From an optimization exercise on the open Yosys and OpenROAD flow, aimed at small area, a short achievable clock period and few clock cycles per item; shortcuts taken in it are not production practice. At most, simulation tests tie the RTL to the original design; equivalence was not proved. Function not checked in runs 1 to 7: the RTL went through the layout flow alone.

[flow/config.mk]
export PLATFORM = sky130hd
export DESIGN_NAME = unsigned_decimal_to_ascii
export DESIGN_NICKNAME = unsigned_decimal_to_ascii
export VERILOG_FILES = /design/flow/design.v
export SDC_FILE = /design/flow/constraint.sdc
export NUM_CORES = 4
export LEC_CHECK = 0
export CAP_MARGIN = 20
export CORE_MARGIN = 2
export CORE_UTILIZATION = 40
export SLEW_MARGIN = 20
[flow/constraint.sdc]
create_clock -name core_clock -period 5.5 [get_ports {clk}]
set_input_delay 1.1000 -clock core_clock [delete_from_list [all_inputs] [get_ports {clk}]]
set_output_delay 1.1000 -clock core_clock [all_outputs]
set_load 0.01 [all_outputs]
[flow/design.v]
`timescale 1ns / 1ps
package udta_pkg;
    localparam int VALUE_WIDTH_DEF = 32;
    localparam int MAX_DIGITS_DEF  = 10;
    localparam int DIGIT_W = 4;
    localparam int STEP_BITS = 4;
    localparam int CONV_W = MAX_DIGITS_DEF * DIGIT_W;
    localparam int NIBBLES = VALUE_WIDTH_DEF / STEP_BITS;
    localparam int                 CHAR_W     = 6;
    localparam logic [CHAR_W-1:0]  ASCII_ZERO = 6'd48;
endpackage
`timescale 1ns / 1ps
module udta_dabble_stage (
    input  logic [udta_pkg::CONV_W-1:0]  in_r,
    input  logic [udta_pkg::NIBBLES-1:0] en,
    output logic [udta_pkg::CONV_W-1:0]  out_r
);
    localparam int W = udta_pkg::CONV_W;
    localparam int V = udta_pkg::VALUE_WIDTH_DEF;
    localparam int N = udta_pkg::NIBBLES;
    function automatic logic [3:0] dab(input logic [3:0] d, input logic e);
        logic a;
        a = e & (d[3] | (d[2] & (d[1] | d[0])));
        dab[3] = d[3] | a;
        dab[2] = a ? (d[3] & d[0]) : d[2];
        dab[1] = a ? ((d[2] & d[1] & d[0]) | (d[3] & ~d[0])) : d[1];
        dab[0] = d[0] ^ a;
    endfunction
    always_comb
    begin
        out_r = in_r;
        for (int j = 0; j < udta_pkg::STEP_BITS; j++)
        begin
            for (int p = (4 - j) % 4; p + 3 < W; p += 4)
            begin
                if ((V - j - p) / 4 < N)
                begin
                    out_r[p +: 4] = dab(out_r[p +: 4],
                                        en[((V - j - p) / 4 < 0) ? 0 : (V - j - p) / 4]);
                end
            end
        end
    end
endmodule
`timescale 1ns / 1ps
module udta_emit #(
    parameter int MAX_DIGITS = udta_pkg::MAX_DIGITS_DEF
) (
    input  logic                                    clk,
    input  logic                                    rst_n,
    input  logic                                    in_valid,
    input  logic [MAX_DIGITS*udta_pkg::DIGIT_W-1:0] in_bcd,
    output logic                                    ready,
    output logic                                    digit_valid,
    input  logic                                    digit_stall,
    output logic [udta_pkg::CHAR_W-1:0]             digit_char,
    output logic                                    last_digit
);
    localparam int DW    = udta_pkg::DIGIT_W;
    localparam int BCD_W = MAX_DIGITS * DW;
    localparam int IDX_W = $clog2(MAX_DIGITS);
    logic                em_valid;
    logic                em_first;
    logic [BCD_W-1:0]    em_bcd;
    logic [IDX_W-1:0]    em_idx;
    logic [IDX_W-1:0]    lead;
    logic [IDX_W-1:0]    sel;
    logic [DW-1:0]       cur_digit;
    logic                cur_last;
    logic                push;
    logic                o_valid;
    logic [DW:0]         o_data;
    logic                s_valid;
    logic [DW:0]         s_data;
    logic                o_en;
    always_comb
    begin
        lead = '0;
        for (int d = 0; d < MAX_DIGITS; d++)
        begin
            if (em_bcd[d*DW +: DW] != '0)
            begin
                lead = IDX_W'(d);
            end
        end
    end
    assign sel       = em_first ? lead : em_idx;
    assign cur_digit = em_bcd[sel*DW +: DW];
    assign cur_last  = (sel == '0);
    assign push  = em_valid && !s_valid;
    assign ready = !em_valid || (push && cur_last);
    always_ff @(posedge clk or negedge rst_n)
    begin
        if (!rst_n)
        begin
            em_valid <= 1'b0;
        end
        else if (ready)
        begin
            em_valid <= in_valid;
        end
    end
    always_ff @(posedge clk)
    begin
        if (ready && in_valid)
        begin
            em_bcd   <= in_bcd;
            em_first <= 1'b1;
        end
        else if (push)
        begin
            em_first <= 1'b0;
        end
        if (push)
        begin
            em_idx <= sel - 1'b1;
        end
    end
    assign o_en = !o_valid || !digit_stall;
    always_ff @(posedge clk or negedge rst_n)
    begin
        if (!rst_n)
        begin
            o_valid <= 1'b0;
            s_valid <= 1'b0;
        end
        else
        begin
            if (o_en)
            begin
                o_valid <= s_valid || push;
            end
            s_valid <= s_valid ? !o_en : (push && !o_en);
        end
    end
    always_ff @(posedge clk)
    begin
        if (o_en)
        begin
            o_data <= s_valid ? s_data : {cur_last, cur_digit};
        end
        if (!s_valid)
        begin
            s_data <= {cur_last, cur_digit};
        end
    end
    assign digit_valid = o_valid;
    assign digit_char  = udta_pkg::ASCII_ZERO + {{(udta_pkg::CHAR_W-DW){1'b0}}, o_data[DW-1:0]};
    assign last_digit  = o_data[DW];
endmodule
`timescale 1ns / 1ps
module unsigned_decimal_to_ascii #(
    parameter int VALUE_WIDTH = udta_pkg::VALUE_WIDTH_DEF,
    parameter int MAX_DIGITS  = udta_pkg::MAX_DIGITS_DEF
) (
    input  logic                          clk,
    input  logic                          rst_n,
    input  logic                          value_valid,
    output logic                          value_stall,
    input  logic [VALUE_WIDTH-1:0]        value,
    output logic                          digit_valid,
    input  logic                          digit_stall,
    output logic [udta_pkg::CHAR_W-1:0]   digit_char,
    output logic                          last_digit
);
    localparam int W = udta_pkg::CONV_W;
    localparam int N = udta_pkg::NIBBLES;
    logic          r_valid;
    logic [W-1:0]  r_q;
    logic [N-1:0]  e_q;
    logic [W-1:0]  r_step;
    logic [W-1:0]  r_load;
    logic [N-1:0]  e_load;
    logic [N-1:0]  zabove;
    logic          r_finish;
    logic          em_ready;
    logic          handoff;
    logic          take;
    always_comb
    begin
        r_load = W'(value);
        for (int q = 0; q < N; q++)
        begin
            zabove[q] = (q == N - 1) ? 1'b1 : (value >> (4 * q + 4)) == '0;
            if (zabove[q] && value[4*q+3] && (value[4*q+2] || value[4*q+1]))
            begin
                r_load[4*q +: 4] = value[4*q +: 4] + 4'd6;
                r_load[4*q+4]    = 1'b1;
            end
        end
        for (int i = 0; i < N; i++)
        begin
            e_load[i] = (value >> 4) != '0;
            if (i >= 2)
            begin
                e_load[i] = e_load[i] && ((value >> (VALUE_WIDTH - 4 * (i - 1))) == '0);
            end
        end
    end
    udta_dabble_stage u_step (
        .in_r  (r_q),
        .en    (e_q),
        .out_r (r_step)
    );
    assign r_finish    = r_valid && (e_q[N-1] || !e_q[0]);
    assign handoff     = r_finish && em_ready;
    assign value_stall = r_valid && !handoff;
    assign take        = value_valid && !value_stall;
    always_ff @(posedge clk or negedge rst_n)
    begin
        if (!rst_n)
        begin
            r_valid <= 1'b0;
        end
        else
        begin
            r_valid <= take || (r_valid && !handoff);
        end
    end
    always_ff @(posedge clk)
    begin
        if (take)
        begin
            r_q <= r_load;
            e_q <= e_load;
        end
        else
        begin
            r_q <= r_step;
            e_q <= (e_q[0] && !e_q[N-1]) ? {e_q[N-2:0], 1'b1} : '0;
        end
    end
    udta_emit #(
        .MAX_DIGITS (MAX_DIGITS)
    ) u_emit (
        .clk         (clk),
        .rst_n       (rst_n),
        .in_valid    (handoff),
        .in_bcd      (r_step),
        .ready       (em_ready),
        .digit_valid (digit_valid),
        .digit_stall (digit_stall),
        .digit_char  (digit_char),
        .last_digit  (last_digit)
    );
endmodule
[flow/run.sh]
#!/bin/bash
# synth_recipe.tcl (not shown) runs the flow's synth.tcl, then flattens the netlist and writes it again
# the make line also repeats each setting of config.mk as NAME=value (left out here)
make -C /OpenROAD-flow-scripts/flow DESIGN_CONFIG=/design/flow/config.mk WORK_HOME=/design/flow/orfs CLKGATE_MAP_FILE= SYNTH_SCRIPT=/design/flow/synth_recipe.tcl finish
==> impl_metrics.tcl, run 1 <==
set metrics [dict create \
    status "complete, no violations" \
    dpl_cell_area_um2 9210 \
    initial_utilization_pct 41.11 \
    final_cell_area_um2 9487 \
    dp_hpwl_mm 15.71 \
    drt-pass1-iter-count 5 \
    grt.total_usage_pct 19.16 \
    min_period_ns 4.304 \
    numPlacedInstances 1322 \
    synth-seq-cells 106 \
    drive_above_1_share_pct 5.456 \
    tns_ns 0 \
    synth_xor_area_share_pct 1.813 \
    synth_top_area_share_pct 17.27 \
    die_width_um 151.4 \
    cp_slowest_cell "nor4_1" \
    ys.flop_type "dfxtp_1" \
    yosys-top-cells-count "nand2_1, nor2_1, o21ai_0, clkbuf_1, inv_1" \
    die_y_um 151.4 \
    netlist_area_um2 8696 \
    syn_avg_cell_area_um2 8.104 \
    dieArea_um2 22940 \
    crit_required_ns 4.40 \
    max_stage_delay_ns 0.54 \
    grt_max_degree 50 \
    grt_busiest_layer "met2" \
    ctsRootBufferMaster "clkbuf_16" \
    timing.final.setup_violations 0 \
    drv_cap 0 \
    met3_usage_pct 1.958 \
    cts.clk_slew.worst_paths_ns 0.08 \
    wl_per_cell_um 16.24 \
    endpoint_kind "primary output" \
    tightest_slew_ns 1.052 \
    drv_slew 0 \
    worstSkewPairLatency_ns 0.36 \
    synth_cells 1073 \
    cts_resized 0 \
    rows 53 \
    synth-simple-area-share_pct 20.29 \
    netlist_top_cells_area "edfxtp_1, dfxtp_1, mux2i_1" \
    core_area_um2 21150 \
    reg2reg_from "u_emit.em_bcd[29]" \
    via_per_inst 5.946 \
    drc 0 \
    yosys.area.top_type "edfxtp_1" \
    hold_viol 0 \
    fin_nets 1111 \
    cpMostUsedCell "nand3_1" \
    stdcell_count 1338 \
    overflow 0 \
    diodes 0 \
    synthMuxAreaShare_pct 6.173 \
    arrival_ns 3.20 \
    crit_family "simple AND/OR/NAND/NOR gates" \
    io_pins 45 \
    grt_pass1_wl_mm 35.58 \
    fin_crit_sh_pct 78.25 \
    clock_sinks 106 \
    cts_tree "yes" \
    postRouteAntennaNets 0 \
    synth_edf_count 50 \
    ys_warn_count 3 \
    worstHoldStart "r_q[0]" \
    io_buffers 42 \
    min_path_type "flop to flop" \
    post-synth-top-count-cell "nand2_1" \
    gp_congestion 0.8814 \
    grt_util_met2_pct 29.86 \
    grt_pass1_vias 7028 \
    cts_setup_buffers 0 \
    h-tree-depth 3 \
    netlist-cell-type-count 89 \
    rsz0062_at_grt "no" \
    drt_iter0_markers 616 \
    slew_headroom_pct 29.87 \
    worst_setup_path_start_kind "flop" \
    cp.buffers_inverters 3 \
    hold_buffers 0 \
    synth_compound_area_share_pct 32.00 \
    async_reset_ff_share_pct 3.774 \
    synth-seq-area-share_pct 30.39 \
    wl_mm 21.73 \
    crit_path_start "u_emit.em_bcd[29]" \
    dr_total_vias 7956 \
    finClkSkew_ns 0.01249 \
    crit_chain "nor4_1 -> nand3_1 -> a22oi_2 -> buf_4 -> ha_1 -> nand3_1 -> a21oi_4 -> nand2b_1 -> inv_1 -> clkdlybuf4s50_1" \
    cts_buffers 9 \
    met1_usage_pct 28.69 \
    antenna_found_initial 0 \
    crit_fanout 19 \
    synth_top_family_by_area "compound AO/OA/AOI/OAI gates" \
    worstSetupPathType "flop to primary output" \
    fmax_mhz 232.3 \
    syn_to_final_growth_pct 9.094 \
    synth-adder-area-share_pct 3.137 \
    clockBufferDepth 2 \
]
-- layout by cell type, fill, tap and decap left out, types with 18 or more instances in the layout --
cell	n
a21oi_1	45
a31oi_1	27
clkdlybuf4s50_1	42
dfxtp_1	52
edfxtp_1	50
inv_1	54
mux2i_1	39
nand2_1	100
nand2b_1	23
nand3_1	22
nor2_1	87
nor2b_1	18
nor3_1	23
o211ai_1	21
o21a_1	21
o21ai_0	63
o31ai_1	26
-- per-layer routing --
layer,vias to the layer above,part of all wire [%]
li1,4049,-
met1,3732,51
met5,-,0
met3,13,3.4
met4,0,0.84
met2,162,45
-- area by class of cell --
| cell class | instances | area [um^2] |
|---|---|---|
| Tap cell | 275 | 344.1 |
| Multi-Input combinational cell | 837 | 5544 |
| Sequential cell | 106 | 2643 |
| Timing Repair Buffer | 49 | 473.0 |
| Fill cell | 2084 | 11670 |
| Clock inverter | 5 | 43.79 |
| Inverter | 55 | 206.4 |
| Clock buffer | 11 | 232.7 |
-- path summary, 6_finish.rpt --
check | endpoint | slack [ns] | cells after the start
setup reg to reg | r_q[25] | 1.55 | 12
setup / recovery | value_stall | 1.20 | 10
min in group asynchronous | u_emit.o_valid | 0.94 | 1
hold reg to reg | u_emit.em_bcd[0] | 0.43 | 0
max in group asynchronous | u_emit.em_valid | 4.39 | 1
hold / removal | u_emit.em_bcd[0] | 0.43 | 0
-- registers in the layout (all words and copies together) (netlist names) --
name	count
e_q	7
u_emit.s_valid	1
u_emit.em_bcd	40
u_emit.o_valid	1
u_emit.em_idx	4
u_emit.em_first	1
u_emit.em_valid	1
r_valid	1
u_emit.o_data	5
u_emit.s_data	5
r_q	40
-- per-stage QoR --
step / setup slack (ns) / hold slack, ns / utilization (%)
after floorplan: 0.5072 / 0.4003 / -
after global placement: 1.141 / 0.4060 / 43.54
after detailed placement: 1.094 / 0.4135 / 43.54
after CTS: 1.171 / 0.4321 / 44.85
after global routing: 0.9006 / 0.4384 / 44.85
final: 1.196 / 0.4322 / 44.85
-- cell families (layout without fill, tap and decap cells) --
| family | count (synthesis) | count (layout) |
|---|---|---|
| AOI/OAI and AO/OA | 386 | 386 |
| and+or+nand+nor | 357 | 357 |
| buffers and inverters | 131 | 120 |
| DFF | 106 | 106 |
| muxes | 51 | 51 |
| adders and majority gates | 23 | 23 |
| xor gates and xnor gates | 18 | 18 |
| other | 1 | 2 |
==> inputs of run 2 (changes only) <==
--- a/flow/design.v
+++ b/flow/design.v
@@ -22,8 +22,8 @@
         logic a;
         a = e & (d[3] | (d[2] & (d[1] | d[0])));
         dab[3] = d[3] | a;
-        dab[2] = a ? (d[3] & d[0]) : d[2];
-        dab[1] = a ? ((d[2] & d[1] & d[0]) | (d[3] & ~d[0])) : d[1];
+        dab[2] = d[2] ? !a : (a & d[0]);
+        dab[1] = d[1] ? (!a | d[0]) : (a & d[3] & !d[0]);
         dab[0] = d[0] ^ a;
     endfunction
     always_comb
@@ -33,7 +33,7 @@
         begin
             for (int p = (4 - j) % 4; p + 3 < W; p += 4)
             begin
-                if ((V - j - p) / 4 < N)
+                if ((V - j - p) / 4 < N && p + 4 < W)
                 begin
                     out_r[p +: 4] = dab(out_r[p +: 4],
                                         en[((V - j - p) / 4 < 0) ? 0 : (V - j - p) / 4]);
@@ -50,6 +50,7 @@
     input  logic                                    rst_n,
     input  logic                                    in_valid,
     input  logic [MAX_DIGITS*udta_pkg::DIGIT_W-1:0] in_bcd,
+    input  logic                                    in_single,
     output logic                                    ready,
     output logic                                    digit_valid,
     input  logic                                    digit_stall,
@@ -61,6 +62,7 @@
     localparam int IDX_W = $clog2(MAX_DIGITS);
     logic                em_valid;
     logic                em_first;
+    logic                em_lastnext;
     logic [BCD_W-1:0]    em_bcd;
     logic [IDX_W-1:0]    em_idx;
     logic [IDX_W-1:0]    lead;
@@ -86,9 +88,9 @@
     end
     assign sel       = em_first ? lead : em_idx;
     assign cur_digit = em_bcd[sel*DW +: DW];
-    assign cur_last  = (sel == '0);
+    assign cur_last  = em_lastnext;
     assign push  = em_valid && !s_valid;
-    assign ready = !em_valid || (push && cur_last);
+    assign ready = !em_valid || (!s_valid && em_lastnext);
     always_ff @(posedge clk or negedge rst_n)
     begin
         if (!rst_n)
@@ -104,12 +106,14 @@
     begin
         if (ready && in_valid)
         begin
-            em_bcd   <= in_bcd;
-            em_first <= 1'b1;
+            em_bcd      <= in_bcd;
+            em_first    <= 1'b1;
+            em_lastnext <= in_single;
         end
         else if (push)
         begin
-            em_first <= 1'b0;
+            em_first    <= 1'b0;
+            em_lastnext <= (sel == IDX_W'(1));
         end
         if (push)
         begin
@@ -166,6 +170,7 @@
     localparam int W = udta_pkg::CONV_W;
     localparam int N = udta_pkg::NIBBLES;
     logic          r_valid;
+    logic          r_single;
     logic [W-1:0]  r_q;
     logic [N-1:0]  e_q;
     logic [W-1:0]  r_step;
@@ -221,8 +226,9 @@
     begin
         if (take)
         begin
-            r_q <= r_load;
-            e_q <= e_load;
+            r_q      <= r_load;
+            e_q      <= e_load;
+            r_single <= (value < VALUE_WIDTH'(10));
         end
         else
         begin
@@ -237,6 +243,7 @@
         .rst_n       (rst_n),
         .in_valid    (handoff),
         .in_bcd      (r_step),
+        .in_single   (r_single),
         .ready       (em_ready),
         .digit_valid (digit_valid),
         .digit_stall (digit_stall),
==> run 2 against run 1 <==
Against the previous run:
- via count is 10% lower
- synthesized area is 4.8% lower
- synthesized cell count is 12% lower
- utilization is 0.54 points higher
==> impl_metrics.tcl, run 2 <==
set metrics [dict create \
    gp_congestion 0.9127 \
    whs_endpoint "u_emit.em_bcd[0]" \
    hold_buffers 0 \
    cts.clk_slew.worst_paths_ns 0.07 \
    cts_buffers 9 \
    netlist_area_um2 8277 \
    max_stage_delay_ns 0.70 \
    die_width_um 147.8 \
    io_pins 45 \
    min_period_ns 4.726 \
    rrSetupSlack_ns 0.77 \
    clock_sinks 106 \
    worst_setup_path_start_kind "flop" \
    crit_family "compound AO/OA/AOI/OAI gates" \
    grt_max_degree 40 \
    ctsRootBufferMaster "clkbuf_16" \
    fillCellCount 2023 \
    ys_warn_count 3 \
    drv_cap 0 \
    grt.total_usage_pct 19.17 \
    via_per_inst 5.702 \
    overflow 0 \
    cts_resized 0 \
    dieArea_um2 21860 \
    drt_iter0_markers 472 \
    clockBufferDepth 2 \
    yosys-top-cells-count "inv_1, nand2_1, ha_1, nor2_1" \
    h-tree-depth 3 \
    met3_usage_pct 3.611 \
    met1_usage_pct 26.46 \
    worstSetupPathType "flop to flop" \
    status "complete, no violations" \
    netlist_top_cells_area "edfxtp_1, dfxtp_1, ha_1" \
    cts_setup_buffers 0 \
    antenna_found_initial 0 \
    crit_required_ns 5.75 \
    layout_common_cells "inv_1, nand2_1, ha_1, nor2_1" \
    worstSkewPairLatency_ns 0.36 \
    synth_cells 946 \
    reg_top3 "r_q x39, u_emit.em_bcd x39, e_q x7" \
    endpoint_kind "flop" \
    postRouteAntennaNets 0 \
    cp.buffers_inverters 0 \
    async_reset_ff_share_pct 3.774 \
    diodes 0 \
    tns_ns 0 \
    netlist-cell-type-count 101 \
    die_y_um 147.8 \
    grt_pass1_vias 6702 \
    drive_above_1_share_pct 7.559 \
    post-synth-top-count-cell "inv_1" \
    synth-seq-area-share_pct 32.05 \
    grt_util_met2_pct 31.60 \
    hold_depth 0 \
    wl_per_cell_um 16.38 \
    ff2ff_path_depth 21 \
    path_depth 21 \
    synth_top_area_share_pct 18.50 \
    drc 0 \
    crit_chain "a21boi_0 -> ha_1 -> nor2b_1 -> nand2_1 -> nand2_1 -> nand2_1 -> ha_1 -> or4b_1 -> a21o_1 -> a21oi_1 -> nor2b_1 -> ha_1 -> nand2_1 -> a311oi_1 -> a41oi_1 -> nand2_1 -> ha_1 -> nand2_1 -> a31oi_1 -> a41o_1 -> o21a_1" \
    cp_slowest_cell "dfxtp_1" \
    slew_headroom_pct 39.93 \
    dp_hpwl_mm 15.53 \
    fmax_mhz 211.6 \
    wl_mm 20.45 \
    tightest_slew_ns 0.9010 \
    dpl_cell_area_um2 8927 \
    grt_busiest_layer "met2" \
    worstHoldStart "r_q[0]" \
    dr_total_vias 7122 \
    io_buffers 42 \
    hold_viol 0 \
    rows 52 \
    arrival_ns 4.98 \
    min_path_type "flop to flop" \
    mostFrequentLayoutCell "inv_1" \
    r2r-end "r_q[11]" \
    reg2reg_from "e_q[5]" \
    crit_fanout 17 \
    syn_to_final_growth_pct 11.31 \
    timing.final.setup_violations 0 \
    cpMostUsedCell "nand2_1" \
    yosys.area.top_type "edfxtp_1" \
    drt-pass1-iter-count 5 \
    fin_crit_sh_pct 85.94 \
    ys.flop_type "edfxtp_1" \
    drv_slew 0 \
    rsz0062_at_grt "no" \
    core_area_um2 20300 \
    syn_avg_cell_area_um2 8.749 \
    cts_tree "yes" \
    initial_utilization_pct 40.77 \
    synth_edf_count 51 \
    synth-seq-cells 106 \
    final_cell_area_um2 9213 \
    grt_pass1_wl_mm 33.98 \
    finClkSkew_ns 0.01404 \
    fin_nets 1088 \
]
==> run 2: cell count changes after synthesis, sizes merged, moves of 8 or more <==
cell / before / now
ha: 17 / 78
clkbuf: 54 / 11
inv: 54 / 94
mux2i: 39 / 12
nand2: 101 / 84
o31ai: 26 / 10
o21ai: 66 / 51
nor2: 87 / 73
nor3: 23 / 10
o221ai: 11 / 2
a211oi: 17 / 9
o21a: 21 / 13
==> run 2: worst max path at each step <==
stage | startpoint | end | slack (ns)
after floorplan | e_q[5] | r_q[11] | 1.26
after global placement | e_q[5] | r_q[11] | 0.99
after detailed placement | e_q[5] | r_q[11] | 0.84
after CTS | e_q[5] | r_q[11] | 0.82
after global routing | e_q[5] | r_q[11] | 0.43
final | e_q[5] | r_q[11] | 0.77
==> run 2: cells by family (layout without fill, tap and decap cells) <==
| logic type | Yosys count | count (layout) | synth area share (%) |
|---|---|---|---|
| xor gates and xnor gates | 10 | 10 | 1.058 |
| adders and majority gates | 78 | 78 | 11.79 |
| muxes | 17 | 17 | 2.132 |
| DFF | 106 | 106 | 32.05 |
| AOI/OAI and AO/OA | 272 | 272 | 24.72 |
| and+or+nand+nor | 334 | 334 | 21.92 |
| other | 1 | 2 | 0.04531 |
| buffers and inverters | 128 | 160 | 6.289 |
==> run 2: routing by layer <==
metal	wire [um]	share of wire, %
met5	0	0
met4	251	1.2
met3	1006	4.9
met2	9445	46
met1	9750	48
==> run 2: cell type report <==
type | count | area [um^2] | area share, %
clock buffer | 13 | 260.3 | 2.825
clock inverter | 3 | 25.02 | 0.2716
inverter | 96 | 361.6 | 3.925
tap | 270 | 337.8 | 3.667
multi-input combinational | 713 | 5110 | 55.47
sequential | 106 | 2653 | 28.79
timing repair buffer | 48 | 465.4 | 5.052
==> run 2: worst register-to-register path: stages, from the launching register on <==
cell      delay, ns
dfxtp_1        0.70
a21boi_0       0.35
ha_1           0.34
nor2b_1        0.16
nand2_1        0.13
nand2_1        0.08
nand2_1        0.09
ha_1           0.25
or4b_1         0.54
a21o_1         0.23
a21oi_1        0.16
nor2b_1        0.07
ha_1           0.19
nand2_1        0.06
a311oi_1       0.05
a41oi_1        0.35
nand2_1        0.14
ha_1           0.21
nand2_1        0.06
a31oi_1        0.04
a41o_1         0.25
o21a_1         0.17
==> run 2: metrics by stage <==
stage               utilization [%]  cells  setup WS (ns)  hold slack [ns]
global placement              43.98   1233         0.9934           0.4070
floorplan                         -    947          1.255           0.4003
detailed placement            43.98   1233         0.8423           0.4119
global route                  45.38   1249         0.4307           0.4386
finish                        45.38   1249         0.7735           0.4207
CTS                           45.38   1249         0.8217           0.4209
==> inputs of run 3 (changes only) <==
--- a/flow/config.mk
+++ b/flow/config.mk
@@ -5,7 +5,9 @@
 export SDC_FILE = /design/flow/constraint.sdc
 export NUM_CORES = 4
 export LEC_CHECK = 0
+export ABC_CLOCK_PERIOD_IN_PS = 2000
 export CAP_MARGIN = 20
 export CORE_MARGIN = 2
 export CORE_UTILIZATION = 40
+export SETUP_SLACK_MARGIN = 3.0
 export SLEW_MARGIN = 20
==> run 3 against run 2 <==
Against the previous run:
- still clean on timing, DRC and antenna
- non-clock buffer count rose by 199
- cell count rose by 16%
- clock-buffer cell count fell by 1
- clock skew is 0.0080 ns lower
- maximum frequency rose by 22%
- synthesized area is the same
- critical path type unchanged
- critical endpoint unchanged
==> impl_metrics.tcl, run 3 <==
set metrics [dict create \
    dr_wl_met2_mm 13.53 \
    via_per_inst 5.658 \
    routed.top_layer "met4" \
    ff2ff_path_depth 20 \
    tightest_slew_ns 0.7791 \
    wl_mm 26.60 \
    synth-seq-cells 106 \
    io_buffers 42 \
    min_path_type "flop to flop" \
    fmax_mhz 258.2 \
    r2r-end "r_q[11]" \
    cts_tree "yes" \
    drt-pass1-iter-count 5 \
    syn_avg_cell_area_um2 8.749 \
    postRouteAntennaNets 0 \
    clockBufferDepth 2 \
    drc 0 \
    synth_edf_count 51 \
    ctsRootBufferMaster "clkbuf_16" \
    dr_total_vias 8199 \
    yosys.area.top_type "edfxtp_1" \
    drv_slew 0 \
    netlist_top_cells_area "edfxtp_1, dfxtp_1, ha_1" \
    crit_family "compound AO/OA/AOI/OAI gates" \
    hold_viol 0 \
    rsz0062_at_grt "yes" \
    drv_cap 0 \
    post-synth-top-count-cell "inv_1" \
    finClkSkew_ns 0.006034 \
    syn_to_final_growth_pct 55.45 \
    met1_length_mm 11.30 \
    fin_nets 1288 \
    grt_pass1_vias 7477 \
    layout_common_cells "buf_4, inv_1, nand2_1, nor2_1, edfxtp_1" \
    fin_crit_sh_pct 70.41 \
    ys.flop_type "edfxtp_1" \
    yosys-top-cells-count "inv_1, nand2_1, ha_1, nor2_1" \
    worstSkewPairLatency_ns 0.36 \
    ys_warn_count 3 \
    drt_iter0_markers 461 \
    wl_met3_mm 1.104 \
    synth_top_area_share_pct 18.50 \
    min_period_ns 3.873 \
    io_pins 45 \
    rows 52 \
    worst_setup_path_start_kind "flop" \
    clock_sinks 106 \
    rrSetupSlack_ns 1.63 \
    netlist-cell-type-count 101 \
    hold_depth 0 \
    dieArea_um2 21860 \
    status "complete, no violations" \
    endpoint_kind "flop" \
    core_area_um2 20300 \
    worstSetupPathType "flop to flop" \
    crit_fanout 4 \
    antenna_found_initial 0 \
    h-tree-depth 3 \
    mostFrequentLayoutCell "buf_4" \
    max_stage_delay_ns 0.66 \
    worstHoldStart "r_q[0]" \
    reg_top3 "r_q x39, u_emit.em_bcd x39, e_q x7" \
    die_y_um 147.8 \
    cp.buffers_inverters 2 \
    crit_chain "o21ai_2 -> a21boi_2 -> ha_1 -> nor2b_4 -> nand2_2 -> buf_4 -> buf_4 -> o31ai_1 -> a21oi_2 -> nor2b_2 -> ha_2 -> nand2b_4 -> a21bo_4 -> o211ai_1 -> nand2_1 -> ha_2 -> nand2_1 -> a31oi_1 -> a41o_1 -> o21a_1" \
    grt.total_usage_pct 22.06 \
    cp_slowest_cell "o31ai_1" \
    cts.clk_slew.worst_paths_ns 0.07 \
    slew_headroom_pct 47.62 \
    reg2reg_from "r_q[12]" \
    arrival_ns 4.13 \
    fillCellCount 1664 \
    grt_pass1_wl_mm 38.51 \
    synth_cells 946 \
    whs_endpoint "u_emit.em_bcd[0]" \
    netlist_area_um2 8277 \
    tns_ns 0 \
    crit_required_ns 5.76 \
    timing.final.setup_violations 0 \
    diodes 0 \
    gp_congestion 0.8744 \
    wl_per_cell_um 18.36 \
    grt_max_degree 41 \
    cts_buffers 9 \
    async_reset_ff_share_pct 3.774 \
    dp_hpwl_mm 16.18 \
    synth-seq-area-share_pct 32.05 \
    overflow 0 \
    die_width_um 147.8 \
    initial_utilization_pct 40.77 \
    drive_above_1_share_pct 49.87 \
]
## run 3: per-layer routing
layer / GRT usage (%) / vias to the layer above
li1: - / 3963
met5: 0 / -
met3: 3.951 / 44
met2: 37.95 / 204
met1: 28.60 / 3988
met4: 5.905 / 0
## run 3: cells by family after synthesis
logic type / count (synthesis) / share of synthesized area (%)
xor+xnor: 10 / 1.058
flops: 106 / 32.05
fa+ha+maj: 78 / 11.79
buf+inv: 128 / 6.289
other cells: 1 / 0.04531
mux: 17 / 2.132
simple gates: 334 / 21.92
compound gates: 272 / 24.72
## run 3: how the worst max path moves through the flow
stage	start	endpoint	slack, ns	depth (start not counted)
global placement	e_q[5]	r_q[11]	1.08	21
finish	r_q[12]	r_q[11]	1.63	20
floorplan	e_q[5]	r_q[11]	1.46	21
global route	r_q[12]	r_q[11]	1.40	20
CTS	r_q[12]	r_q[11]	1.76	20
detailed placement	e_q[5]	r_q[11]	1.02	21
## run 3: timing repair
action | 4_1_cts | 5_1_grt
setup endpoints to repair | 94 | 110
pin swaps | 67 | 94
hold buffers | 0 | 0
resized for setup | 206 | 228
gates cloned | 1 | 0
buffers inserted | 98 | 101
## run 3: per-stage QoR
step,instance area (um^2),hold slack (ns),worst slack [ns],cells,utilization (%)
2_1_floorplan,9069,0.4003,1.460,947,-
3_3_place_gp,9661,0.4076,1.078,1233,47.59
3_5_place_dp,9661,0.4141,1.015,1233,47.59
4_1_cts,11230,0.4312,1.764,1348,55.34
5_1_grt,12870,0.4398,1.395,1449,63.38
6_report,12870,0.4263,1.627,1449,63.38
## run 3: cell type report
type                       instances  area [um^2]  share of cell area [%]
multi-input combinational        714         6999                   54.40
sequential                       106         2754                   21.40
timing repair buffer             247         2073                   16.11
inverter                          96        404.1                   3.141
tap                              270        337.8                   2.626
clock buffer                      12        246.5                   1.916
clock inverter                     4        51.30                  0.3987
==> inputs of run 4 (changes only) <==
--- a/flow/design.v
+++ b/flow/design.v
@@ -21,9 +21,9 @@
     function automatic logic [3:0] dab(input logic [3:0] d, input logic e);
         logic a;
         a = e & (d[3] | (d[2] & (d[1] | d[0])));
-        dab[3] = d[3] | a;
-        dab[2] = d[2] ? !a : (a & d[0]);
-        dab[1] = d[1] ? (!a | d[0]) : (a & d[3] & !d[0]);
+        dab[3] = d[3] | (e & d[2] & (d[1] | d[0]));
+        dab[2] = d[2] ? !(e & (d[1] | d[0])) : (e & d[3] & d[0]);
+        dab[1] = d[1] ? (!(e & d[2]) | d[0]) : (e & d[3] & !d[0]);
         dab[0] = d[0] ^ a;
     endfunction
     always_comb
--- a/flow/config.mk
+++ b/flow/config.mk
@@ -5,9 +5,8 @@
 export SDC_FILE = /design/flow/constraint.sdc
 export NUM_CORES = 4
 export LEC_CHECK = 0
-export ABC_CLOCK_PERIOD_IN_PS = 2000
+export ABC_AREA = 1
 export CAP_MARGIN = 20
 export CORE_MARGIN = 2
 export CORE_UTILIZATION = 40
-export SETUP_SLACK_MARGIN = 3.0
 export SLEW_MARGIN = 20
==> run 4 against run 3 <==
Against the previous run:
- cell count is 4.8% lower
- global-route usage is 4.2 points lower
- first-iteration DRC count is 14% lower
- setup slack better by 0.20 ns
- register-to-register slack better by 0.96 ns
==> impl_metrics.tcl, run 4 <==
set metrics [dict create \
    ys_warn_count 3 \
    worstSetupPathType "flop to primary output" \
    crit_path_start "e_q[1]" \
    clock_sinks 106 \
    tns_ns 0 \
    status "complete, no violations" \
    async_reset_ff_share_pct 3.774 \
    timing.final.setup_violations 0 \
    die_width_um 140.3 \
    rsz0062_at_grt "no" \
    fmax_mhz 272.4 \
    drt-pass1-iter-count 5 \
    hold_buffers 0 \
    dieArea_um2 19690 \
    core_area_um2 18090 \
    rrSetupSlack_ns 2.59 \
    drive_above_1_share_pct 11.03 \
    h-tree-depth 3 \
    synth_cells 1106 \
    dr_total_vias 6857 \
    netlist-cell-type-count 50 \
    ys.flop_type "edfxtp_1" \
    grt_util_met2_pct 29.08 \
    endpoint_kind "primary output" \
    met1_usage_pct 24.62 \
    finClkSkew_ns 0.008258 \
    antenna_found_initial 0 \
    io_buffers 42 \
    mostFrequentLayoutCell "nand2_1" \
    initial_utilization_pct 41.09 \
    netlist_area_um2 7432 \
    via_per_inst 4.969 \
    grt_pass1_vias 6210 \
    drt_iter0_markers 395 \
    post-synth-top-count-cell "nand2_1" \
    overflow 0 \
    layout_common_cells "nand2_1, nand3_1, inv_1, nor2_1" \
    postRouteAntennaNets 0 \
    grt_pass1_wl_mm 28.81 \
    ctsRootBufferMaster "clkbuf_16" \
    yosys-top-cells-count "nand2_1, nand3_1, inv_1, nor2_1" \
    reg_top3 "r_q x39, u_emit.em_bcd x39, e_q x7" \
    gp_congestion 0.8139 \
    io_pins 45 \
    yosys.area.top_type "edfxtp_1" \
    reg2reg_from "u_emit.em_bcd[19]" \
    drv_cap 0 \
    dp_hpwl_mm 13.26 \
    drc 0 \
    syn_avg_cell_area_um2 6.720 \
    diodes 0 \
    fin_crit_sh_pct 66.75 \
    syn_to_final_growth_pct 12.96 \
    synth-seq-area-share_pct 35.69 \
    min_path_type "flop to flop" \
    grt_max_degree 41 \
    whs_endpoint "u_emit.s_data[4]" \
    worstSkewPairLatency_ns 0.36 \
    worst_setup_path_start_kind "flop" \
    fin_hold_ws_ns 0.4500 \
    crit_required_ns 4.40 \
    cts_setup_buffers 0 \
    r2r-end "u_emit.o_data[0]" \
    fin_nets 1196 \
    die_y_um 140.3 \
    slew_headroom_pct 46.78 \
    min_period_ns 3.671 \
    tightest_slew_ns 0.7964 \
    cts_tree "yes" \
    cts_resized 0 \
    wl_mm 17.10 \
    met3_usage_pct 3.043 \
    rows 49 \
    synth-seq-cells 106 \
    crit_fanout 18 \
    worstHoldStart "u_emit.s_data[4]" \
    synth_top_area_share_pct 20.61 \
    wl_per_cell_um 12.39 \
    grt_busiest_layer "met2" \
    synth_edf_count 51 \
    clockBufferDepth 2 \
    arrival_ns 2.57 \
    cts.clk_slew.worst_paths_ns 0.07 \
    hold_depth 2 \
    cts_buffers 9 \
    ff2ff_path_depth 15 \
    netlist_top_cells_area "edfxtp_1, nand2_1, dfxtp_1" \
    grt.total_usage_pct 17.85 \
    hold_viol 0 \
    drv_slew 0 \
]
-- run 4: cell count changes after synthesis, sizes merged, moves of 12 or more --
cell,change
ha,-64
a21oi,-20
mux2i,-12
nand2b,-27
nand3,+149
o211ai,-13
o21bai,+15
nor2b,-16
inv,+59
a31oi,-14
nand2,+301
-- run 4: worst max-delay path by stage --
| stage | end | slack [ns] |
|---|---|---|
| 6_report | value_stall | 1.83 |
| 5_1_grt | value_stall | 1.64 |
| 4_1_cts | value_stall | 1.81 |
| 3_5_place_dp | r_q[1] | 2.02 |
| 3_3_place_gp | r_q[9] | 2.05 |
| 2_1_floorplan | value_stall | 1.57 |
-- run 4: area by class of cell --
| type | instances | area [um^2] |
|---|---|---|
| clock inverters | 6 | 81.33 |
| clock buffers | 10 | 229.0 |
| fillers | 1864 | 9691 |
| inverters | 155 | 583.1 |
| repair buffers | 45 | 442.9 |
| multi-input cells | 829 | 4120 |
| well taps | 229 | 286.5 |
| flip-flops and latches | 106 | 2653 |
-- run 4: kinds of logic after synthesis --
group	share of synthesized area, %
compound gates	10.25
xor+xnor	0.4715
fa+ha+maj	2.357
buf+inv	9.023
flops	35.69
other cells	0.05046
simple gates	42.15
-- run 4: layer usage --
metal	wire length [um]	vias to the layer above
li1	-	3691
met1	8821	3037
met2	7533	103
met3	451	26
met4	299	0
met5	0	-
-- run 4: stage by stage --
step	util, %	cells	worst slack (ns)	area [um^2]
after floorplan	-	1107	1.573	7436
after global placement	44.70	1364	2.048	8085
after detailed placement	44.70	1364	2.018	8085
after CTS	46.42	1380	1.812	8396
after global routing	46.42	1380	1.641	8396
final	46.42	1380	1.829	8396
-- run 4: worst max-delay path, cell delays in order, from the launching register on --
cell and delay [ns]:
dfxtp_1 0.75, inv_2 0.27, nor2_1 0.30, nor2_4 0.07, inv_2 0.09, nand2_1 0.07
inv_1 0.11, clkdlybuf4s50_1 0.55
==> inputs of run 5 (changes only) <==
--- a/flow/config.mk
+++ b/flow/config.mk
@@ -5,7 +5,6 @@
 export SDC_FILE = /design/flow/constraint.sdc
 export NUM_CORES = 4
 export LEC_CHECK = 0
-export ABC_AREA = 1
 export CAP_MARGIN = 20
 export CORE_MARGIN = 2
 export CORE_UTILIZATION = 40
==> run 5 against run 4 <==
Against the previous run:
- global-route usage rose by 2.1 points
- worst hold slack got worse by 0.014 ns
- setup slack got worse by 0.076 ns
- critical endpoint is now r_q[2]
==> impl_metrics.tcl, run 5 <==
set metrics [dict create \
    status "complete, no violations" \
    via_per_inst 5.975 \
    crit_required_ns 5.74 \
    crit_fanout 6 \
    drv_slew 0 \
    timing.final.setup_violations 0 \
    cts.clk_slew.worst_paths_ns 0.08 \
    drt-pass1-iter-count 5 \
    synth_compound_area_share_pct 30.96 \
    numPlacedInstances 1434 \
    cp.buffers_inverters 1 \
    worstHoldStart "r_q[0]" \
    endpoint_kind "flop" \
    synthMuxAreaShare_pct 4.922 \
    min_period_ns 3.747 \
    tns_ns 0 \
    netlist_area_um2 9457 \
    dieArea_um2 24890 \
    netlist-cell-type-count 118 \
    crit_family "simple AND/OR/NAND/NOR gates" \
    overflow 0 \
    async_reset_ff_share_pct 3.774 \
    ys_warn_count 3 \
    synth-adder-area-share_pct 1.958 \
    initial_utilization_pct 40.53 \
    dpl_cell_area_um2 9898 \
    drive_above_1_share_pct 7.515 \
    synth_top_family_by_area "compound AO/OA/AOI/OAI gates" \
    layout_common_cells "nand2_1, nor2_1, a21oi_1, inv_1, o21ai_0" \
    crit_chain "clkdlybuf4s50_1 -> nor4_1 -> nand3_1 -> nand3b_1 -> nand2b_1 -> nor2_1 -> nand2_1 -> mux2i_1 -> mux2_2" \
    hold_buffers 0 \
    clockBufferDepth 2 \
    tightest_slew_ns 0.9348 \
    rsz0062_at_grt "no" \
    cts_buffers 9 \
    grt_max_degree 38 \
    syn_to_final_growth_pct 7.978 \
    wl_per_cell_um 16.71 \
    ys.flop_type "edfxtp_1" \
    yosys-top-cells-count "nand2_1, nor2_1, a21oi_1, inv_1, o21ai_0" \
    synth_xor_area_share_pct 1.389 \
    die_y_um 157.8 \
    io_pins 45 \
    arrival_ns 3.99 \
    hold_viol 0 \
    worstSkewPairLatency_ns 0.35 \
    drt_iter0_markers 687 \
    reg_top3 "r_q x39, u_emit.em_bcd x39, e_q x7" \
    dp_hpwl_mm 17.42 \
    final_util_pct 43.76 \
    worst_setup_path_start_kind "input port" \
    cts_setup_buffers 0 \
    synth-simple-area-share_pct 25.76 \
    rows 56 \
    synth_edf_count 51 \
    min_path_type "flop to flop" \
    cts_resized 0 \
    worstSetupPathType "input port to flop" \
    gp_congestion 0.9117 \
    synth_cells 1150 \
    grt_pass1_vias 7869 \
    fin_hold_ws_ns 0.4360 \
    diodes 0 \
    die_width_um 157.8 \
    antenna_found_initial 0 \
    reg2reg_from "e_q[7]" \
    core_area_um2 23330 \
    wl_mm 24.23 \
    h-tree-depth 3 \
    syn_avg_cell_area_um2 8.223 \
    slew_headroom_pct 37.39 \
    synth-seq-area-share_pct 28.05 \
    dr_total_vias 8664 \
    cp_slowest_cell "nor4_1" \
    finClkSkew_ns 0.01207 \
    synth-seq-cells 106 \
    post-synth-top-count-cell "nand2_1" \
    mostFrequentLayoutCell "nand2_1" \
    fmax_mhz 266.9 \
    max_stage_delay_ns 0.77 \
    final_cell_area_um2 10210 \
    io_buffers 42 \
    postRouteAntennaNets 0 \
    crit_path_start "value[25]" \
    netlist_top_cells_area "edfxtp_1, dfxtp_1, nand2_1" \
    cts_tree "yes" \
    drc 0 \
    synth_top_area_share_pct 16.19 \
    stdcell_count 1450 \
    grt_pass1_wl_mm 40.70 \
    fin_crit_sh_pct 68.13 \
    fin_nets 1176 \
    clock_sinks 106 \
    ctsRootBufferMaster "clkbuf_16" \
    yosys.area.top_type "edfxtp_1" \
    drv_cap 0 \
    grt.total_usage_pct 19.94 \
]
run 5: cell types whose count changed in the layout (fill, tap and decap cells not counted), sizes merged, moves of 16 or more:
| cell | before | now |
|---|---|---|
| a21oi | 20 | 63 |
| nand2 | 385 | 103 |
| nand3 | 171 | 42 |
| a31oi | 6 | 23 |
| nand2b | 0 | 29 |
| o211ai | 6 | 24 |
| inv | 153 | 64 |
| nor2 | 81 | 65 |
| nor3 | 9 | 26 |
| o31ai | 0 | 24 |
| a211oi | 0 | 18 |
| nor2b | 0 | 23 |
| mux2i | 0 | 33 |
run 5: area by class of cell:
cell class,count,area (um^2)
fillers,2268,13120
multi-input cells,901,6167
flip-flops and latches,106,2653
repair buffers,47,457.9
well taps,319,399.1
inverters,61,229.0
clock buffers,9,225.2
clock inverters,7,80.08
run 5: final timing paths:
path / slack [ns] / endpoint / cells after the start
max in group asynchronous: 4.39 / u_emit.em_valid / 1
worst max-delay path: 1.75 / r_q[2] / 9
worst min-delay path: 0.44 / u_emit.em_bcd[0] / 0
worst min register to register: 0.44 / u_emit.em_bcd[0] / 0
min in group asynchronous: 0.94 / u_emit.o_valid / 1
worst max register to register: 2.04 / r_q[2] / 9
run 5: metal layers:
layer | track usage [%] | wire (um) | up-vias
li1 | - | - | 4349
met1 | 29.31 | 11830 | 4060
met2 | 30.66 | 10750 | 223
met3 | 2.053 | 1130 | 32
met4 | 6.061 | 524 | 0
met5 | 0 | 0 | -
run 5: metrics by stage:
stage / setup slack, ns
after CTS: 1.817
after global placement: 1.498
after global routing: 1.546
after floorplan: 2.630
final: 1.753
after detailed placement: 1.438
run 5: cells by family (layout without fill, tap and decap cells):
kind of cell | count (synthesis) | after routing
other | 1 | 2
and+or+nand+nor | 436 | 436
AOI/OAI and AO/OA | 389 | 389
muxes | 44 | 44
xor gates and xnor gates | 15 | 15
DFF | 106 | 106
adders and majority gates | 15 | 15
buffers and inverters | 144 | 124
==> inputs of run 6 (changes only) <==
--- a/flow/config.mk
+++ b/flow/config.mk
@@ -5,7 +5,9 @@
 export SDC_FILE = /design/flow/constraint.sdc
 export NUM_CORES = 4
 export LEC_CHECK = 0
+export ABC_AREA = 1
 export CAP_MARGIN = 20
 export CORE_MARGIN = 2
 export CORE_UTILIZATION = 40
+export SETUP_SLACK_MARGIN = 2.8
 export SLEW_MARGIN = 20
==> run 6 against run 5 <==
Against the previous run:
- non-clock buffer count up 14
- maximum frequency rose by 44%
- synthesized cell count decreased by 3.8%
- cell count fell by 3.6%
- routed wire length fell by 27%
- critical path depth did not move
- flip-flop and latch count unchanged
- clock-buffer cell count unchanged
- still clean on timing, DRC and antenna
- synthesized area fell by 21%
==> impl_metrics.tcl, run 6 <==
set metrics [dict create \
    status "complete, no violations" \
    syn_to_final_growth_pct 17.56 \
    cts.clk_slew.worst_paths_ns 0.07 \
    diodes 0 \
    async_reset_ff_share_pct 3.774 \
    numPlacedInstances 1363 \
    dpl_cell_area_um2 8088 \
    io_pins 45 \
    dieArea_um2 19690 \
    finClkSkew_ns 0.008050 \
    synth_top_family_by_area "simple AND/OR/NAND/NOR gates" \
    min_period_ns 2.609 \
    wl_per_cell_um 12.71 \
    via_per_inst 5.017 \
    synth-seq-area-share_pct 35.69 \
    initial_utilization_pct 41.09 \
    die_width_um 140.3 \
    whs_endpoint "u_emit.s_data[4]" \
    io_buffers 42 \
    yosys.area.top_type "edfxtp_1" \
    slew_headroom_pct 32.10 \
    grt_pass1_wl_mm 29.46 \
    worstSkewPairLatency_ns 0.36 \
    grt_pass1_vias 6217 \
    fin_hold_ws_ns 0.4613 \
    fin_crit_sh_pct 47.44 \
    worstHoldStart "u_emit.s_data[4]" \
    stdcell_count 1398 \
    rows 49 \
    clockBufferDepth 2 \
    synth_xor_area_share_pct 0.4714 \
    drt_iter0_markers 450 \
    netlist-cell-type-count 50 \
    drive_above_1_share_pct 15.83 \
    synth-adder-area-share_pct 2.357 \
    synth_top_area_share_pct 20.61 \
    dp_hpwl_mm 13.17 \
    drt-pass1-iter-count 7 \
    final_cell_area_um2 8737 \
    ys_warn_count 3 \
    clock_sinks 106 \
    reg_top3 "r_q x39, u_emit.em_bcd x39, e_q x7" \
    cts_buffers 9 \
    worstSetupPathType "flop to primary output" \
    die_y_um 140.3 \
    fmax_mhz 383.2 \
    synth-simple-area-share_pct 42.15 \
    grt.total_usage_pct 18.28 \
    drv_cap 0 \
    arrival_ns 1.51 \
    layout_common_cells "nand2_1, nand3_1, inv_1, nor2_1, edfxtp_1" \
    synth_compound_area_share_pct 10.25 \
    ctsRootBufferMaster "clkbuf_16" \
    ys.flop_type "edfxtp_1" \
    gp_congestion 0.8185 \
    overflow 0 \
    antenna_found_initial 0 \
    postRouteAntennaNets 0 \
    crit_fanout 5 \
    hold_viol 0 \
    drc 0 \
    rsz0062_at_grt "no" \
    yosys-top-cells-count "nand2_1, nand3_1, inv_1, nor2_1" \
    post-synth-top-count-cell "nand2_1" \
    netlist_top_cells_area "edfxtp_1, nand2_1, dfxtp_1" \
    rrSetupSlack_ns 2.98 \
    hold_buffers 0 \
    synth-seq-cells 106 \
    reg2reg_from "u_emit.em_first" \
    ff2ff_path_depth 10 \
    netlist_area_um2 7432 \
    dr_total_vias 7014 \
    tightest_slew_ns 1.017 \
    core_area_um2 18090 \
    fin_nets 1214 \
    min_path_type "flop to flop" \
    cts_tree "yes" \
    wl_mm 17.77 \
    synth_edf_count 51 \
    drv_slew 0 \
    tns_ns 0 \
    grt_max_degree 45 \
    h-tree-depth 3 \
    r2r-end "u_emit.o_data[0]" \
    worst_setup_path_start_kind "flop" \
    mostFrequentLayoutCell "nand2_1" \
    syn_avg_cell_area_um2 6.720 \
    synth_cells 1106 \
    crit_required_ns 4.40 \
    timing.final.setup_violations 0 \
    synthMuxAreaShare_pct 0 \
    endpoint_kind "primary output" \
    final_util_pct 48.31 \
    hold_depth 2 \
]
## run 6: cell types whose count changed in the layout (fill, tap and decap cells not counted), sizes merged, moves of 29 or more
| cell | change |
|---|---|
| a21oi | -43 |
| nand2b | -29 |
| nand3 | +129 |
| inv | +88 |
| mux2i | -33 |
| nand2 | +282 |
## run 6: worst max path at each step
stage	from	end	slack, ns	depth (start not counted)
finish	u_emit.s_valid	value_stall	2.89	9
global route	e_q[1]	u_emit.em_bcd[29]	2.80	19
CTS	u_emit.s_valid	value_stall	2.65	9
detailed placement	e_q[1]	r_q[20]	1.59	12
global placement	e_q[1]	r_q[20]	1.68	12
floorplan	u_emit.s_valid	value_stall	2.73	8
## run 6: cells by family after synthesis
family	after synthesis
other cells	1
simple gates	685
compound gates	124
fa+ha+maj	14
buf+inv	172
xor+xnor	4
flops	106
## run 6: layer usage
layer | vias to the layer above | part of all wire (%) | wire, um | global-route usage (%)
met5 | - | 0 | 0 | 0
met4 | 0 | 0.81 | 144 | 3.615
met3 | 13 | 3.1 | 555 | 3.658
met2 | 110 | 47 | 8299 | 29.77
met1 | 3160 | 49 | 8769 | 25.40
li1 | 3731 | - | - | -
## run 6: critical path, cell delays in order (launching register included)
cell and delay [ns]:
dfrtp_2 0.43, inv_4 0.07, nand2_2 0.06, nand2_4 0.07, nand2_4 0.07, nor2_4 0.13
inv_2 0.07, nand2_2 0.08, inv_2 0.05, clkbuf_2 0.12
## run 6: final cells by class
class	count	area (um^2)
inverters	155	591.8
multi-input cells	831	4320
well taps	229	286.5
clock buffers	9	225.2
flip-flops and latches	106	2659
clock inverters	7	60.06
fillers	1818	9349
repair buffers	61	594.3
## run 6: stage by stage
step	setup WS (ns)
detailed placement	1.586
floorplan	2.731
CTS	2.645
global placement	1.678
global route	2.801
finish	2.891
## run 6: timing repair
item	in CTS	in global routing
buffers inserted	10	7
resized for setup	38	36
pin swaps	8	8
cloned	2	0
endpoints found under the setup margin	61	29
==> inputs of run 7 (changes only) <==
--- a/flow/config.mk
+++ b/flow/config.mk
@@ -9,5 +9,5 @@
 export CAP_MARGIN = 20
 export CORE_MARGIN = 2
 export CORE_UTILIZATION = 40
-export SETUP_SLACK_MARGIN = 2.8
+export SETUP_SLACK_MARGIN = 2.0
 export SLEW_MARGIN = 20
==> run 7 against run 6 <==
Against the previous run:
- still clean
- cell count is 1.3% lower
- design area down 3.9%
- maximum frequency down 19%
- sequential share of layout area up 1.2 points
- flip-flop and latch count unchanged
- worst hold slack worse by 0.0048 ns
- critical path type unchanged
- highest routed layer unchanged
==> impl_metrics.tcl, run 7 <==
set metrics [dict create \
    crit_fanout 18 \
    worstSkewPairLatency_ns 0.35 \
    overflow 0 \
    synth_cells 1106 \
    initial_utilization_pct 41.09 \
    syn_avg_cell_area_um2 6.720 \
    worstSetupPathType "flop to primary output" \
    final_util_pct 46.41 \
    tightest_slew_ns 0.8040 \
    io_buffers 42 \
    drv_cap 0 \
    tns_ns 0 \
    grt_pass1_wl_mm 28.41 \
    ctsRootBufferMaster "clkbuf_16" \
    yosys.area.top_type "edfxtp_1" \
    antenna_found_initial 0 \
    synth_top_family_by_area "simple AND/OR/NAND/NOR gates" \
    wl_per_cell_um 12.31 \
    synth_top_area_share_pct 20.61 \
    yosys-top-cells-count "nand2_1, nand3_1, inv_1, nor2_1" \
    postRouteAntennaNets 0 \
    multi_input_area_um2 4120 \
    drc 0 \
    clock_sinks 106 \
    fin_nets 1196 \
    hold_viol 0 \
    cts_setup_buffers 0 \
    gp_congestion 0.8047 \
    cts_buffers 9 \
    synth_edf_count 51 \
    grt_pass1_vias 6113 \
    mostFrequentLayoutCell "nand2_1" \
    fmax_mhz 309.3 \
    die_y_um 140.3 \
    hold_buffers 0 \
    die_width_um 140.3 \
    drv_slew 0 \
    worst_setup_path_start_kind "flop" \
    slew_headroom_pct 46.27 \
    post-synth-top-count-cell "nand2_1" \
    crit_required_ns 4.40 \
    fin_crit_sh_pct 58.79 \
    grt_max_degree 41 \
    synth_compound_area_share_pct 10.25 \
    via_per_inst 4.964 \
    dieArea_um2 19690 \
    netlist-cell-type-count 50 \
    synth-adder-area-share_pct 2.357 \
    regArea_um2 2656 \
    netlist_top_cells_area "edfxtp_1, nand2_1, dfxtp_1" \
    min_period_ns 3.234 \
    rows 49 \
    dp_hpwl_mm 13.22 \
    fillCellCount 1892 \
    grt.total_usage_pct 17.65 \
    drt_iter0_markers 399 \
    rsz0062_at_grt "no" \
    ys.flop_type "edfxtp_1" \
    layout_common_cells "nand2_1, nand3_1, inv_1, nor2_1, edfxtp_1" \
    finClkSkew_ns 0.008708 \
    core_area_um2 18090 \
    synth-seq-area-share_pct 35.69 \
    syn_to_final_growth_pct 12.95 \
    clockBufferDepth 2 \
    dr_total_vias 6850 \
    drive_above_1_share_pct 11.21 \
    arrival_ns 2.13 \
    drt-pass1-iter-count 5 \
    reg_top3 "r_q x39, u_emit.em_bcd x39, e_q x7" \
    io_pins 45 \
    cts_tree "yes" \
    endpoint_kind "primary output" \
    netlist_area_um2 7432 \
    ys_warn_count 3 \
    synth_xor_area_share_pct 0.4714 \
    diodes 0 \
    timing.final.setup_violations 0 \
    synth-seq-cells 106 \
    synth-simple-area-share_pct 42.15 \
    async_reset_ff_share_pct 3.774 \
    status "complete, no violations" \
    wl_mm 16.99 \
    synthMuxAreaShare_pct 0 \
    h-tree-depth 3 \
    min_path_type "flop to flop" \
    cts.clk_slew.worst_paths_ns 0.07 \
]
-- run 7: cell counts after synthesis --
Identical to the previous run, type by type.
-- run 7: layer usage --
| layer | GRT usage [%] | part of all wire (%) | vias up |
|---|---|---|---|
| met5 | 0 | 0 | - |
| met4 | 4.253 | 1.6 | 0 |
| met3 | 3.658 | 3.7 | 21 |
| met2 | 28.17 | 44 | 107 |
| met1 | 24.61 | 51 | 3033 |
| li1 | - | - | 3689 |
-- run 7: final cells by class --
| type | instances | area share, % |
|---|---|---|
| multi-input combinational | 829 | 49.08 |
| sequential | 106 | 31.64 |
| inverter | 155 | 6.946 |
| timing repair buffer | 45 | 5.276 |
| tap | 229 | 3.413 |
| clock buffer | 12 | 3.056 |
| clock inverter | 4 | 0.5813 |
-- run 7: what timing repair did --
action	4_1_cts	5_1_grt
endpoints found under the setup margin	1	1
hold endpoints to repair	0	0
resized for setup	1	1
-- run 7: path summary, 6_finish.rpt --
kind,startpoint,depth (start not counted),end,slack (ns)
min in group asynchronous,rst_n,1,u_emit.o_valid,0.94
min reg2reg,u_emit.s_data[4],2,u_emit.s_data[4],0.46
min,u_emit.s_data[4],2,u_emit.s_data[4],0.46
max,e_q[1],7,value_stall,2.27
max in group asynchronous,rst_n,1,r_valid,4.40
max reg2reg,u_emit.em_bcd[18],15,u_emit.o_data[1],2.60
-- run 7: critical path, cell delays in order, from the launching register on --
cell and delay [ns]:
dfxtp_4 0.47, inv_2 0.16, nor2_1 0.25, nor2_4 0.07, inv_2 0.09, nand2_1 0.08, inv_1 0.12, clkdlybuf4s50_1 0.55
-- run 7: cell families (layout without fill, tap and decap cells) --
kind of cell | Yosys count | in the layout
AO/OA/AOI/OAI | 124 | 124
XOR/XNOR | 4 | 4
adder cells (fa/ha/maj) | 14 | 14
buffers and inverters | 172 | 216
flip-flops | 106 | 106
other | 1 | 2
AND/OR/NAND/NOR | 685 | 685
-- run 7: metrics by stage --
| step | hold slack (ns) | area (um^2) | worst slack [ns] | instances |
|---|---|---|---|---|
| 2_1_floorplan | 0.4003 | 7438 | 2.256 | 1107 |
| 3_3_place_gp | 0.4380 | 8085 | 2.103 | 1364 |
| 3_5_place_dp | 0.4398 | 8085 | 2.040 | 1364 |
| 4_1_cts | 0.4587 | 8392 | 2.106 | 1380 |
| 5_1_grt | 0.4818 | 8394 | 2.091 | 1380 |
| 6_report | 0.4565 | 8394 | 2.266 | 1380 |
==> inputs of run 8 (changes only) <==
--- a/flow/design.v
+++ b/flow/design.v
@@ -171,6 +171,7 @@
     localparam int N = udta_pkg::NIBBLES;
     logic          r_valid;
     logic          r_single;
+    logic          r_last;
     logic [W-1:0]  r_q;
     logic [N-1:0]  e_q;
     logic [W-1:0]  r_step;
@@ -207,7 +208,7 @@
         .en    (e_q),
         .out_r (r_step)
     );
-    assign r_finish    = r_valid && (e_q[N-1] || !e_q[0]);
+    assign r_finish    = r_valid && r_last;
     assign handoff     = r_finish && em_ready;
     assign value_stall = r_valid && !handoff;
     assign take        = value_valid && !value_stall;
@@ -229,11 +230,13 @@
             r_q      <= r_load;
             e_q      <= e_load;
             r_single <= (value < VALUE_WIDTH'(10));
+            r_last   <= e_load[N-1] || !e_load[0];
         end
         else
         begin
             r_q <= r_step;
-            e_q <= (e_q[0] && !e_q[N-1]) ? {e_q[N-2:0], 1'b1} : '0;
+            e_q    <= (e_q[0] && !e_q[N-1]) ? {e_q[N-2:0], 1'b1} : '0;
+            r_last <= !e_q[0] || e_q[N-1] || e_q[N-2];
         end
     end
     udta_emit #(
--- a/flow/config.mk
+++ b/flow/config.mk
@@ -6,8 +6,9 @@
 export NUM_CORES = 4
 export LEC_CHECK = 0
 export ABC_AREA = 1
+export ABC_CLOCK_PERIOD_IN_PS = 2400
 export CAP_MARGIN = 20
 export CORE_MARGIN = 2
 export CORE_UTILIZATION = 40
-export SETUP_SLACK_MARGIN = 2.0
+export SETUP_SLACK_MARGIN = 3.3
 export SLEW_MARGIN = 20
==> run 8 against run 7 <==
Against the previous run:
- highest routed layer unchanged
- clock skew fell by 0.00071 ns
- flip-flop and latch count rose by 1
- clock-buffer cell count fell by 2
==> impl_metrics.tcl, run 8 <==
set metrics [dict create \
    wl_per_cell_um 14.54 \
    grt_pass1_vias 6709 \
    drt-pass1-iter-count 5 \
    initial_utilization_pct 40.73 \
    dr_total_vias 7982 \
    ctsRootBufferMaster "clkbuf_16" \
    die_width_um 139.2 \
    h-tree-depth 3 \
    drv_slew 0 \
    final_util_pct 63.62 \
    netlist_top_cells_area "edfxtp_1, nand2_1, dfxtp_1" \
    grt_util_met2_pct 32.25 \
    postRouteAntennaNets 0 \
    cts_buffers 9 \
    fillCellCount 1531 \
    cts_tree "yes" \
    yosys-top-cells-count "nand2_1, nand3_1, inv_1, nor2_1, dfxtp_1" \
    synth-seq-cells 107 \
    syn_avg_cell_area_um2 6.585 \
    die_y_um 139.2 \
    async_reset_ff_share_pct 3.738 \
    io_buffers 42 \
    reg_top3 "r_q x39, u_emit.em_bcd x39, e_q x7" \
    yosys.area.top_type "edfxtp_1" \
    worstSkewPairLatency_ns 0.36 \
    grt_max_degree 45 \
    diodes 0 \
    grt_pass1_wl_mm 31.12 \
    synth_edf_count 51 \
    wl_mm 22.21 \
    rows 49 \
    layout_common_cells "nand2_1, buf_4, inv_1, nand2_2, nand3_1" \
    fmax_mhz 417.7 \
    netlist_area_um2 7316 \
    grt.total_usage_pct 19.41 \
    ys.flop_type "dfxtp_1" \
    io_pins 45 \
    tns_ns 0 \
    drc 0 \
    fin_crit_sh_pct 43.52 \
    mostFrequentLayoutCell "nand2_1" \
    min_period_ns 2.394 \
    slew_headroom_pct 56.89 \
    antenna_found_initial 0 \
    timing.final.setup_violations 0 \
    grt_busiest_layer "met2" \
    min_path_type "flop to flop" \
    drt_iter0_markers 372 \
    syn_to_final_growth_pct 56.22 \
    regArea_um2 2733 \
    post-synth-top-count-cell "nand2_1" \
    worst_setup_path_start_kind "flop" \
    core_area_um2 17960 \
    crit_fanout 2 \
    met1_usage_pct 26.04 \
    dp_hpwl_mm 13.25 \
    tightest_slew_ns 0.6466 \
    rsz0062_at_grt "yes" \
    fin_nets 1343 \
    status "complete, no violations" \
    arrival_ns 1.29 \
    ys_warn_count 3 \
    hold_viol 0 \
    multi_input_area_um2 5859 \
    cts.clk_slew.worst_paths_ns 0.07 \
]
[run 8: cell count changes in the layout (fill, tap and decap cells not counted), moves of 25 or more]
cell,change
buf_6,+25
nand2_2,+62
nand2_4,+53
buf_4,+112
nand3_2,+67
inv_1,-25
nor2_1,-37
nand2_1,-119
clkdlybuf4s50_1,-36
nand3_1,-75
[run 8: final timing paths]
check                               start                end  slack (ns)  cells after the start
setup / recovery           u_emit.s_valid        value_stall        3.11                      7
hold / removal                     r_q[0]   u_emit.em_bcd[0]        0.44                      0
setup reg to reg                  r_q[28]  u_emit.em_bcd[29]        3.20                     19
hold reg to reg                    r_q[0]   u_emit.em_bcd[0]        0.44                      0
max in group asynchronous           rst_n     u_emit.s_valid        4.37                      1
min in group asynchronous           rst_n     u_emit.o_valid        0.94                      1
[run 8: area by class of cell]
cell class	count	area share [%]
clock buffer	10	2.091
tap	229	2.507
multi-input combinational	828	51.27
sequential	107	23.91
inverter	163	5.989
timing repair buffer	185	13.89
clock inverter	6	0.3394
[run 8: through the flow]
step | area (um^2) | hold slack [ns] | std cells | worst slack (ns)
floorplan | 7366 | 0.4003 | 1112 | 3.174
global placement | 8019 | 0.4276 | 1369 | 2.367
CTS | 8966 | 0.4524 | 1428 | 3.100
global route | 11430 | 0.4502 | 1528 | 3.032
detailed placement | 8019 | 0.4245 | 1369 | 2.319
finish | 11430 | 0.4439 | 1528 | 3.106
[run 8: per-layer routing]
| metal | wire length, um | share of wire, % | vias up |
|---|---|---|---|
| met2 | 11280 | 51 | 146 |
| met3 | 782 | 3.5 | 27 |
| li1 | - | - | 4007 |
| met1 | 9763 | 44 | 3802 |
| met5 | 0 | 0 | - |
| met4 | 379 | 1.7 | 0 |
[run 8: kinds of logic after synthesis]
logic type               Yosys count  synth area share (%)
AO/OA/AOI/OAI                    126                 10.42
XOR/XNOR                           4                0.4790
adder cells (fa/ha/maj)           13                 2.223
buffers and inverters            180                 9.475
flip-flops                       107                 36.53
other                              1               0.05126
AND/OR/NAND/NOR                  680                 40.82
[run 8: worst max-delay path: stages, from the launching register on]
cell and delay, ns:
dfrtp_2 0.43, inv_4 0.07, nand2_4 0.05, nand2_2 0.08, nand3_2 0.08, nand2_2 0.08
inv_2 0.04, buf_6 0.11
[run 8: timing repair]
action / CTS / global route
pin swaps: 44 / 175
gates resized for setup: 215 / 466
setup buffers: 43 / 96
setup endpoints to repair: 116 / 112
gates cloned: 0 / 4
hold buffers: 0 / 0
Testbench counts of run 8, summed over its fixed seeds: cycles 18,639, items 3,200.

==> separate check: timing with driven ports <==
The results above use ideal ports. As a check the final layouts listed here were re-extracted and re-timed, cells and wires unchanged. Step 1 assumes that a clkbuf_16 drives the clock port and a buf_2 every other input. Step 2 times the ports against the registers' clock, not the clock port: input delays grow and output delays shrink by t, the midpoint of the rising clock arrivals with the driver on. Slacks: ideal / step 1 / step 2; pairs: ideal / step 1.
run	shift t [ns]	setup WS [ns]	hold slack, ns	cell pins on the clock port's net
run 1	0.394	1.196 / 1.154 / 1.139	0.432 / 0.432 / 0.432	1
run 2	0.399	0.774 / 0.774 / 0.774	0.421 / 0.421 / 0.421	1
run 3	0.398	1.627 / 1.627 / 1.627	0.426 / 0.426 / 0.426	1
run 4	0.393	1.829 / 1.790 / 2.023	0.450 / 0.450 / 0.450	1
run 5	0.392	1.753 / 1.776 / 1.384	0.436 / 0.436 / 0.436	1
run 6	0.395	2.891 / 2.847 / 2.519	0.461 / 0.461 / 0.461	1
run 7	0.391	2.266 / 2.225 / 2.038	0.457 / 0.457 / 0.457	1
run 8	0.399	3.106 / 3.061 / 2.877	0.444 / 0.444 / 0.444	1
After both steps setup and hold are still met in every run listed. For run 6, which loses most, drivers alone change the setup slack by -0.044 ns; drivers and shift together by -0.372 ns.
